Context: an optimization exercise on an open-source flow, tuned for small area, a short achievable clock period and few clock cycles per item. The choices shown serve that exercise and are no tape-out recipe.
Only simulation tests tie the RTL to the original design; equivalence was not proved.
Power figures rest on the tool's default switching activity, not on a simulated workload.

Design sprw_top, start of the top module:
module sprw_top (
    input  logic        clk,
    input  logic        rstn,
    input  logic        in_valid,
    input  logic [31:0] ra,
    input  logic [31:0] rb,
    input  logic [4:0]  op1,
    input  logic [2:0]  op2,
    output logic        out_valid,
    output logic [31:0] result
);
    function automatic logic [11:0] pfx_add(input logic [11:0] x, input logic [11:0] y, input logic ci);
        logic [11:0] p, g, pp, gg;
        p  = x ^ y;
        g  = x & y;
        gg = g;
        gg[0] = g[0] | (p[0] & ci);
        pp = p;
        for (int d = 1; d < 12; d = d * 2)
            for (int i = 11; i >= d; i--) begin
                gg[i] = gg[i] | (pp[i] & gg[i-d]);
                pp[i] = pp[i] & pp[i-d];
            end
        pfx_add[0] = p[0] ^ ci;
        for (int i = 1; i < 12; i++)
            pfx_add[i] = p[i] ^ gg[i-1];
    endfunction
    function automatic logic pfx_gt(input logic [9:0] x, input logic [9:0] y);
        logic [9:0] pp, gg;
        pp = x | ~y;
        gg = x & ~y;
        for (int d = 1; d < 10; d = d * 2)
            for (int i = 9; i >= d; i--) begin
                gg[i] = gg[i] | (pp[i] & gg[i-d]);
                pp[i] = pp[i] & pp[i-d];
            end
        pfx_gt = gg[9];
    endfunction
    logic lg, f_add, f_sub, f_max, f_mn, f_move, f_arith_d, f_mm_d, f_min_d, sub_m_d, sign_d, sat_d;
    logic [3:0] t_d;
    assign lg      = op1[4] & op1[3];
    assign f_add   = ~lg & (op1[2:0] == 3'b001);
    assign f_sub   = ~lg & (op1[2:0] == 3'b010);
    assign f_max   = ~lg & (op1[2:0] == 3'b101);
    assign f_mn    = ~lg & (op1[2:0] == 3'b110);
    assign f_move  = ~lg & (op1[2:0] == 3'b011);
    assign f_arith_d = f_add | f_sub;
    assign f_mm_d  = f_max | f_mn;
    assign f_min_d = f_mn;
    assign sub_m_d = f_sub | f_mm_d;
    assign sign_d  = lg ? 1'b0 :
                     (f_arith_d | f_mm_d) ? ~op1[4] :
                     (~op2[2] & (op2 != 3'b000));
    assign sat_d   = ~lg & op1[3];
    always_comb begin
  ...
export LEC_CHECK = 0
export CAP_MARGIN = 20
export CORE_MARGIN = 2
export CORE_UTILIZATION = 40
export SETUP_SLACK_MARGIN = 3
export SLEW_MARGIN = 20
create_clock -name core_clock -period 6.5 [get_ports {clk}]
standard.sh (not shown) runs the stock make flow with config.mk's settings and CLKGATE_MAP_FILE= SYNTH_SCRIPT=/design/flow/synth_recipe.tcl, a recipe that flattens the netlist after the stock synthesis.
==> flow/flow/run.sh <==
#!/bin/bash
set -euo pipefail
W=$PWD
BUF=$(cat $W/flow/port_buffer)
cat > $W/my_synth.tcl <<EOS
proc extract_fa {args} { puts "extract_fa skipped by flow/run.sh" }
proc abc {args} {
  set i [lsearch -exact \$args -script]
  if {\$i >= 0} { lset args [expr {\$i + 1}] $W/flow/abc.script }
  yosys abc {*}\$args
}
EOS
cat $W/synth_recipe.tcl >> $W/my_synth.tcl
bash $W/standard.sh SYNTH_SCRIPT=$W/my_synth.tcl "BUFFER_PORTS_ARGS=-buffer_cell $BUF" finish > $W/standard.log 2>&1
==> flow/flow/abc.script <==
strash
dc2
dch -f
&get -n
&nf -R 1000
&put
topo
buffer -c
upsize -c
dnsize -c
==> flow/flow/port_buffer <==
sky130_fd_sc_hd__buf_1
Testbench counts at the start, summed over its fixed seeds: cycles 16,024, items 16,000.
Change:
==> flow/flow/abc.script (replaced) <==
strash
dc2
dch -f
map
topo
buffer -c
upsize -c
dnsize -c
--- a/flow/config.mk
+++ b/flow/config.mk
@@ -9,4 +9,4 @@
 export CORE_MARGIN = 2
 export CORE_UTILIZATION = 40
-export SETUP_SLACK_MARGIN = 3
+export SETUP_SLACK_MARGIN = 3.1
 export SLEW_MARGIN = 20
After rerunning: Die area went up by 8.7%; setup slack is better by 0.90 ns; wire length went up by about 6%.
Change:
--- a/flow/config.mk
+++ b/flow/config.mk
@@ -6,7 +6,7 @@
 export NUM_CORES = 4
 export LEC_CHECK = 0
-export CAP_MARGIN = 20
+export CAP_MARGIN = 5
 export CORE_MARGIN = 2
 export CORE_UTILIZATION = 40
-export SETUP_SLACK_MARGIN = 3.1
-export SLEW_MARGIN = 20
+export SETUP_SLACK_MARGIN = 3.25
+export SLEW_MARGIN = 5
- total power hardly moves
- core utilization went up by 0.26 points
- wire length is about the same
- first-iteration DRC count decreases by 2.3%
- synthesized cell count does not change
- area after synthesis is unchanged
Change:
==> flow/flow/abc.script (replaced) <==
strash
dc2
dch -f
map
topo
dnsize -c
--- a/flow/config.mk
+++ b/flow/config.mk
@@ -6,7 +6,7 @@
 export NUM_CORES = 4
 export LEC_CHECK = 0
-export CAP_MARGIN = 5
+export CAP_MARGIN = 20
 export CORE_MARGIN = 2
 export CORE_UTILIZATION = 40
 export SETUP_SLACK_MARGIN = 3.25
-export SLEW_MARGIN = 5
+export SLEW_MARGIN = 20
- clock power stays flat
- final area came out higher by 0.51%
- sequential power came out higher by about 2%

==> what the ideal ports hide <==
No port has a modelled driver above. Below, the same layouts with a new extraction and two added sets of constraints. Step 1 assumes that a clkbuf_16 drives the clock port and a buf_2 every other input. Step 2 times the ports against the registers' clock, not the clock port: input delays grow and output delays shrink by t, the midpoint of the rising clock arrivals with the driver on. a / b / c = no drivers / after step 1 / after step 2; a / b = the first two.
run | t (ns) | setup slack, ns | slew at the worst register clock pin (ns) | worst slew at a driven data input, ns
the first run | 0.482 | 2.486 / 2.486 / 2.486 | 0.08 / 0.08 | 0.05
the second run | 0.477 | 3.388 / 3.388 / 3.388 | 0.08 / 0.08 | 0.04
the third run | 0.473 | 3.476 / 3.476 / 3.476 | 0.08 / 0.08 | 0.04
the fourth run | 0.489 | 3.383 / 3.383 / 3.383 | 0.08 / 0.08 | 0.04
After both steps setup and hold are still met in every run listed.
